Background: an optimization exercise with open tools, aiming at small area and a short achievable clock period. Do not read the settings as production practice. In this exercise RTL edits were held to simulation tests only and were not proved equivalent to the original. Power is estimated from default activity; no workload was simulated.

**design/flow/design.v**
```verilog
`default_nettype none
package motorCtrlPkg;
    localparam int motorCount  = 4;
    localparam int wordWidth   = 32;
    localparam int addrWidth   = 5;
    localparam int sensorWidth = 34;
    localparam int sampleWidth = 16;
    localparam int adcWidth    = 12;
    localparam int fifoDepth   = 8;
    localparam int addrPwmDuty    = 0;
    localparam int addrDriverDir  = 1;
    localparam int addrFbDir      = 2;
    localparam int addrControl    = 3;
    localparam int addrFifoStatus = 4;
    localparam int addrMotorBase  = 7;
    localparam int motorStride    = 5;
    localparam int offEncoder = 0;
    localparam int offSpeed   = 1;
    localparam int offVolt    = 2;
    localparam int offAmp     = 3;
    localparam int clearAllBit = 31;
    localparam logic [wordWidth-1:0] reservedPattern = 32'hDEADBEEF;
    typedef union packed {
        logic [sampleWidth-1:0] raw;
        struct packed {
            logic                zero;
            logic [2:0]          channel;
            logic [adcWidth-1:0] adc;
        } field;
    } adcSample_u;
endpackage
`default_nettype wire
`timescale 1ns/1ps
`default_nettype none
module sensorFifo #(
    parameter int dataWidth = motorCtrlPkg::wordWidth,
    parameter int depth     = motorCtrlPkg::fifoDepth
) (
    input  wire                  clk,
    input  wire                  reset_n,
    input  wire                  clear,
    input  wire                  push,
    input  wire  [dataWidth-1:0] pushData,
    input  wire                  pop,
    output logic [dataWidth-1:0] head,
    output logic                 notEmpty
);
    localparam int ptrWidth = (depth > 1) ? $clog2(depth) : 1;
    localparam int cntWidth = $clog2(depth + 1);
    localparam logic [ptrWidth-1:0] lastPtr   = ptrWidth'(depth - 1);
    localparam logic [cntWidth-1:0] fullCount = cntWidth'(depth);
    logic [dataWidth-1:0] mem [depth];
    logic [ptrWidth-1:0]  rdPtr;
    logic [ptrWidth-1:0]  wrPtr;
    logic [cntWidth-1:0]  count;
    logic                 doPush;
    logic                 doPop;
    function automatic logic [ptrWidth-1:0] nextPtr(input logic [ptrWidth-1:0] ptr);
        nextPtr = (ptr == lastPtr) ? {ptrWidth{1'b0}} : ptr + 1'b1;
    endfunction
    assign doPop  = pop && notEmpty && !clear;
    assign doPush = push && !clear && ((count != fullCount) || doPop);
    always_ff @(posedge clk or negedge reset_n) begin
        if (!reset_n) begin
            rdPtr <= '0;
            wrPtr <= '0;
            count <= '0;
        end else if (clear) begin
            rdPtr <= '0;
            wrPtr <= '0;
            count <= '0;
        end else begin
            if (doPush) begin
                wrPtr <= nextPtr(wrPtr);
            end
            if (doPop) begin
                rdPtr <= nextPtr(rdPtr);
            end
            case ({doPush, doPop})
                2'b10:   count <= count + 1'b1;
                2'b01:   count <= count - 1'b1;
                default: count <= count;
            endcase
        end
    end
    always_ff @(posedge clk) begin
        if (doPush) begin
            mem[wrPtr] <= pushData;
        end
    end
    assign head     = mem[rdPtr];
    assign notEmpty = (count != '0);
endmodule
`default_nettype wire
`timescale 1ns/1ps
`default_nettype none
module feedbackBank (
    input  wire                                   clk,
    input  wire                                   reset_n,
    input  wire                                   clearAll,
    input  wire  [motorCtrlPkg::motorCount*motorCtrlPkg::wordWidth-1:0]    speedIn,
    input  wire  [motorCtrlPkg::motorCount*motorCtrlPkg::sensorWidth-1:0]  sensorIn,
    input  wire  [motorCtrlPkg::motorCount-1:0]   popSpeed,
    input  wire  [motorCtrlPkg::motorCount-1:0]   popVolt,
    input  wire  [motorCtrlPkg::motorCount-1:0]   popAmp,
    output logic [motorCtrlPkg::motorCount*motorCtrlPkg::wordWidth-1:0]    speedHead,
    output logic [motorCtrlPkg::motorCount*motorCtrlPkg::sampleWidth-1:0]  voltHead,
    output logic [motorCtrlPkg::motorCount*motorCtrlPkg::sampleWidth-1:0]  ampHead,
    output logic [motorCtrlPkg::wordWidth-1:0]    fifoStatus
);
    logic [motorCtrlPkg::motorCount-1:0] speedNotEmpty;
    logic [motorCtrlPkg::motorCount-1:0] voltNotEmpty;
    logic [motorCtrlPkg::motorCount-1:0] ampNotEmpty;
    for (genvar m = 0; m < motorCtrlPkg::motorCount; m = m + 1) begin : gMotor
        logic                                 speedPush;
        logic [motorCtrlPkg::wordWidth-1:0]   speedData;
        logic                                 voltPush;
        logic                                 ampPush;
        logic [motorCtrlPkg::sampleWidth-1:0] voltData;
        logic [motorCtrlPkg::sampleWidth-1:0] ampData;
        assign speedPush = speedIn[m*motorCtrlPkg::wordWidth + motorCtrlPkg::wordWidth-1];
        assign speedData = {1'b0, speedIn[m*motorCtrlPkg::wordWidth +: motorCtrlPkg::wordWidth-1]};
        assign voltPush = sensorIn[m*motorCtrlPkg::sensorWidth + motorCtrlPkg::sensorWidth-1];
        assign ampPush  = sensorIn[m*motorCtrlPkg::sensorWidth + motorCtrlPkg::sensorWidth-2];
        assign voltData = sensorIn[m*motorCtrlPkg::sensorWidth + motorCtrlPkg::sampleWidth +: motorCtrlPkg::sampleWidth];
        assign ampData  = sensorIn[m*motorCtrlPkg::sensorWidth +: motorCtrlPkg::sampleWidth];
        sensorFifo #(
            .dataWidth (motorCtrlPkg::wordWidth),
            .depth     (motorCtrlPkg::fifoDepth)
        ) speedFifo (
            .clk      (clk),
            .reset_n  (reset_n),
            .clear    (clearAll),
            .push     (speedPush),
            .pushData (speedData),
            .pop      (popSpeed[m]),
            .head     (speedHead[m*motorCtrlPkg::wordWidth +: motorCtrlPkg::wordWidth]),
            .notEmpty (speedNotEmpty[m])
        );
        sensorFifo #(
            .dataWidth (motorCtrlPkg::sampleWidth),
            .depth     (motorCtrlPkg::fifoDepth)
        ) voltFifo (
            .clk      (clk),
            .reset_n  (reset_n),
            .clear    (clearAll),
            .push     (voltPush),
            .pushData (voltData),
            .pop      (popVolt[m]),
            .head     (voltHead[m*motorCtrlPkg::sampleWidth +: motorCtrlPkg::sampleWidth]),
            .notEmpty (voltNotEmpty[m])
        );
        sensorFifo #(
            .dataWidth (motorCtrlPkg::sampleWidth),
            .depth     (motorCtrlPkg::fifoDepth)
        ) ampFifo (
            .clk      (clk),
            .reset_n  (reset_n),
            .clear    (clearAll),
            .push     (ampPush),
            .pushData (ampData),
            .pop      (popAmp[m]),
            .head     (ampHead[m*motorCtrlPkg::sampleWidth +: motorCtrlPkg::sampleWidth]),
            .notEmpty (ampNotEmpty[m])
        );
    end
    always_comb begin
        fifoStatus = '0;
        for (int i = 0; i < motorCtrlPkg::motorCount; i++) begin
            fifoStatus[i] = speedNotEmpty[i];
            fifoStatus[8 + 2*i] = voltNotEmpty[i];
            fifoStatus[9 + 2*i] = ampNotEmpty[i];
        end
    end
endmodule
`default_nettype wire
`timescale 1ns/1ps
`default_nettype none
module motorRegFile (
    input  wire                                   clk,
    input  wire                                   reset_n,
    input  wire  [motorCtrlPkg::addrWidth-1:0]    address,
    input  wire                                   read,
    input  wire                                   write,
    input  wire  [motorCtrlPkg::wordWidth-1:0]    writedata,
    input  wire  [motorCtrlPkg::wordWidth-1:0]    fbDirection,
    input  wire  [motorCtrlPkg::motorCount*motorCtrlPkg::wordWidth-1:0]    encoder,
    input  wire  [motorCtrlPkg::wordWidth-1:0]    fifoStatus,
    input  wire  [motorCtrlPkg::motorCount*motorCtrlPkg::wordWidth-1:0]    speedHead,
    input  wire  [motorCtrlPkg::motorCount*motorCtrlPkg::sampleWidth-1:0]  voltHead,
    input  wire  [motorCtrlPkg::motorCount*motorCtrlPkg::sampleWidth-1:0]  ampHead,
    output logic [motorCtrlPkg::wordWidth-1:0]    readdata,
    output logic                                  waitrequest,
    output logic [motorCtrlPkg::wordWidth-1:0]    pwmDuty,
    output logic [motorCtrlPkg::wordWidth-1:0]    driverDir,
    output logic [motorCtrlPkg::wordWidth-1:0]    motorCtrl,
    output logic [motorCtrlPkg::motorCount-1:0]   popSpeed,
    output logic [motorCtrlPkg::motorCount-1:0]   popVolt,
    output logic [motorCtrlPkg::motorCount-1:0]   popAmp
);
    logic                               inMotor;
    logic [1:0]                         motorIdx;
    logic [2:0]                         motorOff;
    logic [motorCtrlPkg::wordWidth-1:0] readNext;
    motorCtrlPkg::adcSample_u           voltSample;
    motorCtrlPkg::adcSample_u           ampSample;
    assign waitrequest = 1'b0;
    always_comb begin
        inMotor  = 1'b0;
        motorIdx = '0;
        motorOff = '0;
        for (int m = 0; m < motorCtrlPkg::motorCount; m++) begin
            if (address >= motorCtrlPkg::addrMotorBase + m * motorCtrlPkg::motorStride &&
                address < motorCtrlPkg::addrMotorBase + (m + 1) * motorCtrlPkg::motorStride) begin
                inMotor  = 1'b1;
                motorIdx = 2'(m);
                motorOff = 3'(address - (motorCtrlPkg::addrMotorBase +
                                         m * motorCtrlPkg::motorStride));
            end
        end
    end
    always_comb begin
        popSpeed = '0;
        popVolt  = '0;
        popAmp   = '0;
        if (read && inMotor) begin
            case (motorOff)
                motorCtrlPkg::offSpeed: popSpeed[motorIdx] = 1'b1;
                motorCtrlPkg::offVolt:  popVolt[motorIdx]  = 1'b1;
                motorCtrlPkg::offAmp:   popAmp[motorIdx]   = 1'b1;
                default: ;
            endcase
        end
    end
    assign voltSample.raw = voltHead[motorIdx*motorCtrlPkg::sampleWidth +: motorCtrlPkg::sampleWidth];
    assign ampSample.raw  = ampHead[motorIdx*motorCtrlPkg::sampleWidth +: motorCtrlPkg::sampleWidth];
    always_comb begin
        readNext = motorCtrlPkg::reservedPattern;
        case (address)
            motorCtrlPkg::addrPwmDuty:    readNext = pwmDuty;
            motorCtrlPkg::addrDriverDir:  readNext = driverDir;
            motorCtrlPkg::addrFbDir:      readNext = fbDirection;
            motorCtrlPkg::addrControl:    readNext = motorCtrl;
            motorCtrlPkg::addrFifoStatus: readNext = fifoStatus;
            default: begin
                if (inMotor) begin
                    case (motorOff)
                        motorCtrlPkg::offEncoder: readNext = encoder[motorIdx*motorCtrlPkg::wordWidth +: motorCtrlPkg::wordWidth];
                        motorCtrlPkg::offSpeed:   readNext = speedHead[motorIdx*motorCtrlPkg::wordWidth +: motorCtrlPkg::wordWidth];
                        motorCtrlPkg::offVolt: begin
                            readNext = {{(motorCtrlPkg::wordWidth - motorCtrlPkg::adcWidth){1'b0}},
                                        voltSample.field.adc};
                        end
                        motorCtrlPkg::offAmp: begin
                            readNext = {{(motorCtrlPkg::wordWidth - motorCtrlPkg::adcWidth){1'b0}},
                                        ampSample.field.adc};
                        end
                        default: ;
                    endcase
                end
            end
        endcase
    end
    always_ff @(posedge clk or negedge reset_n) begin
        if (!reset_n) begin
            readdata  <= '0;
            pwmDuty   <= '0;
            driverDir <= '0;
            motorCtrl <= '0;
        end else begin
            if (read) begin
                readdata <= readNext;
            end
            if (write) begin
                case (address)
                    motorCtrlPkg::addrPwmDuty:   pwmDuty   <= writedata;
                    motorCtrlPkg::addrDriverDir: driverDir <= writedata;
                    motorCtrlPkg::addrControl:   motorCtrl <= writedata;
                    default: ;
                endcase
            end
        end
    end
endmodule
`default_nettype wire
`timescale 1ns/1ps
`default_nettype none
module motorCtrlAvs (
    input  wire                                   clk,
    input  wire                                   reset_n,
    input  wire  [motorCtrlPkg::addrWidth-1:0]    address,
    input  wire                                   read,
    input  wire                                   write,
    input  wire  [motorCtrlPkg::wordWidth-1:0]    writedata,
    output logic [motorCtrlPkg::wordWidth-1:0]    readdata,
    output logic                                  waitrequest,
    input  wire  [motorCtrlPkg::wordWidth-1:0]    fbDirection,
    input  wire  [motorCtrlPkg::motorCount*motorCtrlPkg::wordWidth-1:0]    encoder,
    input  wire  [motorCtrlPkg::motorCount*motorCtrlPkg::wordWidth-1:0]    speedIn,
    input  wire  [motorCtrlPkg::motorCount*motorCtrlPkg::sensorWidth-1:0]  sensorIn,
    output logic [motorCtrlPkg::wordWidth-1:0]    pwmDuty,
    output logic [motorCtrlPkg::wordWidth-1:0]    driverDir,
    output logic [motorCtrlPkg::wordWidth-1:0]    motorCtrl
);
    logic [motorCtrlPkg::wordWidth-1:0]   fifoStatus;
    logic [motorCtrlPkg::motorCount*motorCtrlPkg::wordWidth-1:0]   speedHead;
    logic [motorCtrlPkg::motorCount*motorCtrlPkg::sampleWidth-1:0] voltHead;
    logic [motorCtrlPkg::motorCount*motorCtrlPkg::sampleWidth-1:0] ampHead;
    logic [motorCtrlPkg::motorCount-1:0]  popSpeed;
    logic [motorCtrlPkg::motorCount-1:0]  popVolt;
    logic [motorCtrlPkg::motorCount-1:0]  popAmp;
    logic                                 clearAll;
    assign clearAll = motorCtrl[motorCtrlPkg::clearAllBit];
    motorRegFile regFile (
        .clk         (clk),
        .reset_n     (reset_n),
        .address     (address),
        .read        (read),
        .write       (write),
        .writedata   (writedata),
        .fbDirection (fbDirection),
        .encoder     (encoder),
        .fifoStatus  (fifoStatus),
        .speedHead   (speedHead),
        .voltHead    (voltHead),
        .ampHead     (ampHead),
        .readdata    (readdata),
        .waitrequest (waitrequest),
        .pwmDuty     (pwmDuty),
        .driverDir   (driverDir),
        .motorCtrl   (motorCtrl),
        .popSpeed    (popSpeed),
        .popVolt     (popVolt),
        .popAmp      (popAmp)
    );
    feedbackBank fbBank (
        .clk        (clk),
        .reset_n    (reset_n),
        .clearAll   (clearAll),
        .speedIn    (speedIn),
        .sensorIn   (sensorIn),
        .popSpeed   (popSpeed),
        .popVolt    (popVolt),
        .popAmp     (popAmp),
        .speedHead  (speedHead),
        .voltHead   (voltHead),
        .ampHead    (ampHead),
        .fifoStatus (fifoStatus)
    );
endmodule
`default_nettype wire
```
**design/flow/run.sh**
```bash
#!/bin/bash
# synth_recipe.tcl (not shown) runs the flow's synth.tcl, then flattens the netlist and writes it again
# the make line also repeats each setting of config.mk as NAME=value (left out here)
make -C /OpenROAD-flow-scripts/flow DESIGN_CONFIG=/design/flow/config.mk WORK_HOME=/design/flow/orfs CLKGATE_MAP_FILE= SYNTH_SCRIPT=/design/flow/synth_recipe.tcl finish
```
**design/flow/config.mk**
```make
export PLATFORM = sky130hd
export DESIGN_NAME = motorCtrlAvs
export DESIGN_NICKNAME = motorCtrlAvs
export VERILOG_FILES = /design/flow/design.v
export SDC_FILE = /design/flow/constraint.sdc
export NUM_CORES = 4
export LEC_CHECK = 0
export CAP_MARGIN = 20
export CORE_MARGIN = 2
export CORE_UTILIZATION = 40
export SLEW_MARGIN = 20
```
**design/flow/constraint.sdc**
```tcl
create_clock -name core_clock -period 5.0 [get_ports {clk}]
set_input_delay 1.0000 -clock core_clock [delete_from_list [all_inputs] [get_ports {clk}]]
set_output_delay 1.0000 -clock core_clock [all_outputs]
set_load 0.01 [all_outputs]
```
==> metrics.cfg <==
[worst_setup_path]
reg2reg_depth = 7
crit_arrival_ns = 4.98
startpoint_type = primary input
timing.rr.start = fbBank.gMotor[2].speedFifo.rdPtr[0]
reg2reg_slack_ns = 1.60
endpoint_kind = flip-flop
endpoint = fbBank.gMotor[2].speedFifo.mem[1][23]
crit_required_ns = 5.54
critPathLaunch = address[2]
cp_max_fo = 26
r2r_end = regFile.readdata[7]
critical_path_class = primary input to flip-flop

[finish]
postLayoutCellArea_sq_mm = 0.104
fillers = 17100
area.growth.synth_to_final_pct = 24.4
drive_above_1_share_pct = 26.3
post-route-util_pct = 50.1
fin_nets = 6112

[synthesis]
synth_nets = 5136
synth-async-reset-ratio_pct = 12.4
synth_top_area_share_pct = 63.2
synthesis.area_sq_mm = 0.0836
yosysTopAreaCell = edfxtp_1
ys_ff_latch = 2008
synth_area_leaders = edfxtp_1 (63%), mux4_2 (12%), dfrtp_1 (7.4%), mux2i_1 (2.9%), mux2_2 (1.5%)
synthCells = 4580
seq_area_frac_synth_pct = 70.6
yosysWarnings = 4
synth.most_common_cell = edfxtp_1
yosys-top-cells-count = edfxtp_1 (1760), mux4_2 (441), dfrtp_1 (248)
synthFlopType = edfxtp_1
synth_enable_flop_cells = 1760
ys_types = 101
avgSynthCellArea_sq_um = 18.3

[sta]
worst_pin_slew_ns = 1.11
worst_hold_slack_ns = 0.161
fin_skew_ns = 0.0718
fmax_ghz = 0.225
max-slew-margin-rel_pct = 25.9
timing.final.max_slew_violations = 0
rsz0062_at_grt = false
finalHoldViolCount = 0
fin_crit_ns = 4.44
setup_violations = 0
finalCritPeriodShare_pct = 88.8

[die]
std_cell_rows = 167
die-area_sq_mm = 0.213
ioPinCount = 594
die_w_um = 461
initial_core_util_pct = 40.3
coreArea_sq_mm = 0.207
fp.dieH_um = 461

[place]
numPortBuffers = 560
place_area_sq_mm = 0.0970
dp_hpwl_mm = 191
place_congestion = 0.902

[route]
avgViaCountPerCell = 5.75
drc = 0
vias = 49200
drt-initial-drc-count = 5291
wl_per_cell_um = 31.0
ant_nets = 0
routed_wl_mm = 266
drt-pass1-iter-count = 6

[clocking]
clock-sinks = 2008
numCtsBuffers = 205
postCtsSetupRepairBufs = 0
cts_tree = done
path_clk_slew_ns = 0.07
clk_latency_ns = 0.87
post_cts_resized = 0
cts.root.buffer_cell = clkbuf_16
h-tree-depth = 4
hold_buffers = 0
cts_buffer_depth = 3

[global_route]
grt-ovfl-total = 0
grt.total_usage_pct = 24.8
grt_pass1_vias = 49200
grt_max_degree = 93
antenna_found_initial = 92
grt_pass1_wl_mm = 371

[pwr]
p_leak_nw = 34.4
p_per_area_mw_per_mm2 = 438
ir_worst_vdd_v = 0.000405

[status]
status = finished clean

[flow_run]
max_cap_viol_count = 0

[worst_hold_path]
hold_class = primary input to asynchronous set/reset pin

==> registers in the layout, summed over array words and instances (netlist names) <==
name / count
fbBank.gMotor.speedFifo.mem: 992
fbBank.gMotor.ampFifo.mem: 384
fbBank.gMotor.voltFifo.mem: 384
regFile.driverDir: 32
regFile.motorCtrl: 32
regFile.pwmDuty: 32
regFile.readdata: 32
fbBank.gMotor.ampFifo.count: 16
fbBank.gMotor.speedFifo.count: 16
fbBank.gMotor.voltFifo.count: 16
fbBank.gMotor.ampFifo.rdPtr: 12
fbBank.gMotor.ampFifo.wrPtr: 12
fbBank.gMotor.speedFifo.rdPtr: 12
fbBank.gMotor.speedFifo.wrPtr: 12
fbBank.gMotor.voltFifo.rdPtr: 12
fbBank.gMotor.voltFifo.wrPtr: 12
==> per-layer routing <==
| metal | vias up | global-route usage (%) | part of all wire [%] |
|---|---|---|---|
| met2 | 2023 | 39.5 | 48 |
| met5 | - | 0 | 0.17 |
| li1 | 20900 | - | - |
| met4 | 76 | 12.3 | 5.5 |
| met1 | 25700 | 31.9 | 38 |
| met3 | 542 | 5.79 | 8.2 |
==> worst max-delay path, stage by stage <==
cell             delay (ns)
clkdlybuf4s50_1        0.46
buf_4                  0.17
inv_1                  0.09
ha_1                   0.18
a21o_1                 0.22
a211o_4                0.39
mux2_4                 0.33
a211o_4                0.29
buf_12                 0.16
nor4_1                 0.38
buf_4                  0.20
o21bai_1               0.15
or2_2                  0.43
nor3_4                 0.21
buf_12                 0.26
==> cells in the final DEF, fill, tap and decap left out, types with 30 or more instances in the layout <==
cell             instances
nand4_1                 85
mux2_2                 115
diode_2                 39
inv_1                   30
nand2b_1                31
ha_1                    79
mux2i_1                246
clkdlybuf4s50_1        558
mux4_2                 441
nor2b_1                 31
clkbuf_16              210
a22oi_1                 47
o211ai_1                82
a211oi_1                33
a21oi_1                120
buf_12                  88
clkbuf_1                46
dfrtp_1                235
o21ai_0                 78
clkinv_2                40
buf_4                  418
nand3_1                 71
nand2_1                161
nor2_1                  96
nor3_1                  69
edfxtp_1              1760
a31oi_1                 37
nor4_1                  30
==> power breakdown <==
group	switching, W	internal, W
registers	0.00120	0.0204
clock network	0.00663	0.00897
logic	0.00463	0.00378
total	0.0125	0.0331
==> metrics by stage <==
stage / std cells / setup slack (ns) / power, W / TNS, ns
2_1_floorplan: 4580 / -0.517 / 0.0258 / -124.17
3_3_place_gp: 8137 / -0.270 / 0.0301 / -32.01
3_5_place_dp: 8137 / -0.267 / 0.0304 / -52.94
4_1_cts: 8524 / 0.627 / 0.0459 / 0
5_1_grt: 8542 / 0.346 / 0.0472 / 0
6_report: 8563 / 0.561 / 0.0456 / 0
==> cells by family after synthesis <==
family / Yosys count / synth area share (%)
AOI/OAI and AO/OA: 567 / 4.80
xor gates and xnor gates: 19 / 0.199
adders and majority gates: 91 / 1.47
buffers and inverters: 329 / 1.55
DFF: 2008 / 70.6
muxes: 805 / 16.4
other: 1 / 0.00448
and+or+nand+nor: 760 / 4.91
==> final cells by class <==
type	instances	area, sq um	share of cell area (%)
clock buffer	272	5650	5.43
tap	2788	3490	3.35
sequential	2008	59100	56.8
timing repair buffer	1066	10500	10.1
clock inverter	115	1240	1.19
inverter	32	120	0.116
multi-input combinational	2243	23800	22.9
antenna	39	97.6	0.0939
==> how the worst min path moves through the flow <==
stage                                                   from                                 end  slack (ns)  cells past startpoint
final                                                reset_n  fbBank.gMotor[2].voltFifo.rdPtr[1]        0.16                      1
after CTS                                            reset_n  fbBank.gMotor[2].voltFifo.rdPtr[1]        0.19                      1
after floorplan           fbBank.gMotor[2].voltFifo.count[3]  fbBank.gMotor[2].voltFifo.count[3]        0.46                      1
after detailed placement                regFile.readdata[25]                regFile.readdata[25]        0.49                      2
after global placement                  regFile.readdata[25]                regFile.readdata[25]        0.48                      2
after global routing                                 reset_n  fbBank.gMotor[2].voltFifo.rdPtr[1]        0.21                      1

-- static timing again, ports no longer ideal --
The flow's constraints put no driver on any port. The routed layout listed below was extracted and timed again, unchanged, in two steps. Step 1 assumes that a clkbuf_16 drives the clock port and a buf_2 every other input. Step 2 moves the port delays by t, midway between the first and last clock arrival at a register: inputs arrive t later, outputs are due t later. That takes back most of the time a late clock gives input paths. a / b / c = ideal / step 1 / step 2; a / b = the first two.
t (ns): 0.935
setup WS [ns]: 0.561 / 0.605 / -0.330
hold WS [ns]: 0.161 / 0.125 / 0.508
Met with ideal ports but missed after step 2: setup timing in this run. The setup slack of this run moves by +0.044 ns with the drivers and by -0.891 ns with both steps.
